What follows belongs to an exercise in optimizing a design on an open flow for small area; a production flow would make more cautious choices. The RTL was checked by simulation tests, not by an equivalence proof against the original design. Power and IR drop assume default switching activity.

== run 1 ==
// mips32_pipeline_cpu
module mips32_pipeline_cpu (
   input  logic        clk,
   input  logic        reset,
   input  logic [31:0] imem_data,
   input  logic        imem_ready,
   output logic [31:0] imem_addr,
   input  logic [31:0] dmem_rdata,
   output logic        dmem_we,
   output logic [31:0] dmem_addr,
   output logic [31:0] dmem_wdata,
   output logic [31:0] cycle_count,
   output logic [31:0] inst_count,
   output logic [31:0] branch_predict_correct,
   output logic [31:0] branch_predict_total
);
Size: ~4,100 cells after synthesis, ~1,400 flip-flops, ~62,000 um^2 of cells after synthesis.
==> flow/config.mk <==
export PLATFORM = sky130hd
export DESIGN_NAME = mips32_pipeline_cpu
export DESIGN_NICKNAME = mips32_pipeline_cpu
export VERILOG_FILES = /design/flow/design.v
export SDC_FILE = /design/flow/constraint.sdc
export NUM_CORES = 4
export LEC_CHECK = 0
export CAP_MARGIN = 20
export CORE_MARGIN = 2
export CORE_UTILIZATION = 50
export CTS_BUF_LIST = sky130_fd_sc_hd__clkbuf_8
export CTS_CLUSTER_DIAMETER = 80
export CTS_CLUSTER_SIZE = 14
export SLEW_MARGIN = 20
export SYNTH_HIERARCHICAL = 1
export SYNTH_MINIMUM_KEEP_SIZE = 0
==> flow/constraint.sdc <==
create_clock -name core_clock -period 10.0 [get_ports {clk}]
set_input_delay 2.0000 -clock core_clock [delete_from_list [all_inputs] [get_ports {clk}]]
set_output_delay 2.0000 -clock core_clock [all_outputs]
set_load 0.01 [all_outputs]
run.sh (not shown) runs the stock make flow with config.mk's settings and CLKGATE_MAP_FILE= SYNTH_SCRIPT=/design/flow/synth_recipe.tcl, a recipe that flattens the netlist after the stock synthesis.
Run 1 finished all stages; the layout is clean.
Input changes introduced in run 2 (baseline for comparison: run 1):
- CTS_CLUSTER_DIAMETER no longer set, was 80
- CTS_BUF_LIST no longer set, was sky130_fd_sc_hd__clkbuf_8
- CTS_CLUSTER_SIZE no longer set, was 14
==> flow/flow/run.sh (new file) <==
#!/bin/bash
# The standard layout (the standard.sh, synthesis unchanged) with three changes:
# port buffers are the smallest buffer, the clock tree uses clkbuf_8 without dummy loads,
# and cells off the critical paths are downsized after global routing.
# make's full output goes to flow_make.log; each ORFS step keeps its own log under orfs/logs/.
set -o pipefail
bash standard.sh \
   "BUFFER_PORTS_ARGS=-buffer_cell sky130_fd_sc_hd__buf_1" \
   "CTS_ARGS=-sink_clustering_enable -repair_clock_nets -buf_list sky130_fd_sc_hd__clkbuf_8 -sink_clustering_size 20 -dont_use_dummy_load" \
   "RECOVER_POWER=100" \
   finish > flow_make.log 2>&1
==> flow/standard.sh (new file) <==
#!/bin/bash
# synth_recipe.tcl (not shown) runs the flow's synth.tcl, then flattens the netlist and writes it again
# the make line also repeats each setting of config.mk as NAME=value (left out here)
make -C /OpenROAD-flow-scripts/flow DESIGN_CONFIG=/design/flow/config.mk WORK_HOME=/design/flow/orfs CLKGATE_MAP_FILE= SYNTH_SCRIPT=/design/flow/synth_recipe.tcl "${@:-finish}"
removed: flow/run.sh
==> comparison <==
- Completing all stages was not enough for run 2: its layout failed the final checks because of capacitance limit, slew limit.
- Side by side, via count turned out higher in run 2 than in run 1.
- Setup WNS run 1 -> run 2: worse
- | sequential cell fraction of total power | run 2 vs run 1 | 3.1 points lower |
- Critical path depth: run 2 < run 1
- Comparing transition time at the pin with the least slew margin for run 1 and run 2, the smaller number came from run 1.
- Delta (run 2 minus run 1): layout-stage area growth over the synthesis result lost 2.0 points; wire length of the first global-routing pass now larger.
- Comparing run 1 and run 2, the higher minimum clock period after layout was measured on run 2.
- Of run 1 and run 2, the run reporting the higher sequential share of layout area was run 2.
--- input diff run 2..run 3 ---
==> flow/flow/run.sh <==
#!/bin/bash
# The standard layout (the standard.sh, synthesis unchanged) with two changes:
# port buffers are the smallest buffer, and the clock tree uses clkbuf_8 leaves in
# clusters of up to 14 sinks, without dummy loads.
# make's full output goes to flow_make.log; each ORFS step keeps its own log under orfs/logs/.
set -o pipefail
bash standard.sh \
   "BUFFER_PORTS_ARGS=-buffer_cell sky130_fd_sc_hd__buf_1" \
   "CTS_ARGS=-sink_clustering_enable -repair_clock_nets -buf_list sky130_fd_sc_hd__clkbuf_8 -sink_clustering_size 14 -sink_clustering_max_diameter 80 -dont_use_dummy_load" \
   finish > flow_make.log 2>&1
- Run 3 completed; timing, DRC and antenna clean
- Run 3 against run 2: ratio of cells with drive above 1 in the final layout increased 0.28 points, routed length per instance increased 0.44 um, total sequential power decreased about 0.7%.
- Setup slack on run 3 is ahead of run 2.
- Run 3 does better than run 2 on first-pass GRT wire length.
- Comparing run 3 and run 2, the lower max-slew headroom at the worst pin is on run 2.
- Delta (run 3 minus run 2): number of clock-tree buffers in the layout dropped 50%, insertion delay of the later-clocked pin in the worst-skew pair dropped 110 ps.

---

mips32_pipeline_cpu, a different RTL version from the one above (not shown whole).
Size in the first run: roughly 4100 cells after synthesis, ~1400 flip-flops, roughly 290 I/O pins.
Settings: LEC_CHECK=0, CAP_MARGIN=20, CORE_MARGIN=2, CORE_UTILIZATION=50, SLEW_MARGIN=20, SYNTH_HIERARCHICAL=1, SYNTH_MINIMUM_KEEP_SIZE=0; clock period 10.0 ns.
standard.sh (not shown) runs the stock make flow with config.mk's settings and CLKGATE_MAP_FILE= SYNTH_SCRIPT=/design/flow/synth_recipe.tcl, a recipe that flattens the netlist after the stock synthesis.
==> flow/flow/run.sh <==
#!/bin/bash
# The standard layout (the standard.sh, synthesis unchanged) with two changes:
# port buffers are the smallest buffer, and the clock tree uses clkbuf_8 leaves in
# clusters of up to 14 sinks, without dummy loads.
# make's full output goes to flow_make.log; each ORFS step keeps its own log under orfs/logs/.
set -o pipefail
bash standard.sh \
   "BUFFER_PORTS_ARGS=-buffer_cell sky130_fd_sc_hd__buf_1" \
   "CTS_ARGS=-sink_clustering_enable -repair_clock_nets -buf_list sky130_fd_sc_hd__clkbuf_8 -sink_clustering_size 14 -sink_clustering_max_diameter 80 -dont_use_dummy_load" \
   finish > flow_make.log 2>&1
The starting point finished with timing, DRC and antenna clean.
==> next run, changes <==
--- a/flow/flow/run.sh
+++ b/flow/flow/run.sh
@@ -9 +9 @@
-   "CTS_ARGS=-sink_clustering_enable -repair_clock_nets -buf_list sky130_fd_sc_hd__clkbuf_8 -sink_clustering_size 14 -sink_clustering_max_diameter 80 -dont_use_dummy_load" \
+   "CTS_ARGS=-sink_clustering_enable -repair_clock_nets -buf_list sky130_fd_sc_hd__clkbuf_8 -sink_clustering_size 16 -sink_clustering_max_diameter 80 -dont_use_dummy_load" \
- CAP_MARGIN: 20 -> 5
- CORE_UTILIZATION: 50 -> 55
- SLEW_MARGIN: 20 -> 5
Effect: Via count drops slightly; non-clock buffer count went down by 3; cell count goes down by a few percent; clock-buffer cell count drops by 13.
==> next run, changes <==
- CORE_UTILIZATION: 55 -> 50
What happened:
- The changed run ran to the end with no violations
- non-clock buffer count came out higher by 2
- design area hardly moves
- global-route usage is lower by 2.8 points
- wire length came out higher by 2.4%
- combinational power is about the same
- setup slack got worse by 0.68 ns
==> next run, changes <==
--- a/flow/flow/run.sh
+++ b/flow/flow/run.sh
@@ -4 +4 @@
-# clusters of up to 14 sinks, without dummy loads.
+# clusters of up to 16 sinks, without dummy loads.
- PLACE_DENSITY: not set -> 0.75
After rerunning: First-iteration DRC count goes up by 17%. Register-to-register slack is better by 0.66 ns. Global-route usage falls by 2.0 points. Die area stays the same.

re-timing with driven ports:
The flow's constraints put no driver on any port. The routed layouts listed below were extracted and timed again, unchanged, in two steps.
Step 1 assumes that a clkbuf_16 drives the clock port and a buf_2 every other input.
Step 2 also shifts input and output timing later by t, the mid clock arrival at the registers, as if the neighbouring blocks saw the same clock.
a / b / c = no drivers / after step 1 / after step 2; a / b = the first two.
run | t, ns | setup slack, ns | latest minus earliest clock arrival (ns) | cell pins on the clock port's net
run 1 | 0.895 | 1.706 / 1.706 / 1.706 | 0.061 / 0.061 | 1
run 2 | 0.977 | 1.123 / 1.123 / 1.123 | 0.117 / 0.118 | 1
run 3 | 0.876 | 1.814 / 1.814 / 1.814 | 0.103 / 0.104 | 1
the first run of note 2 | 0.861 | 1.395 / 1.395 / 1.395 | 0.122 / 0.122 | 1
the second run of note 2 | 0.836 | 2.021 / 2.021 / 2.021 | 0.135 / 0.135 | 1
the third run of note 2 | 0.830 | 1.339 / 1.339 / 1.339 | 0.148 / 0.148 | 1
the fourth run of note 2 | 0.873 | 1.999 / 1.999 / 1.999 | 0.153 / 0.153 | 1
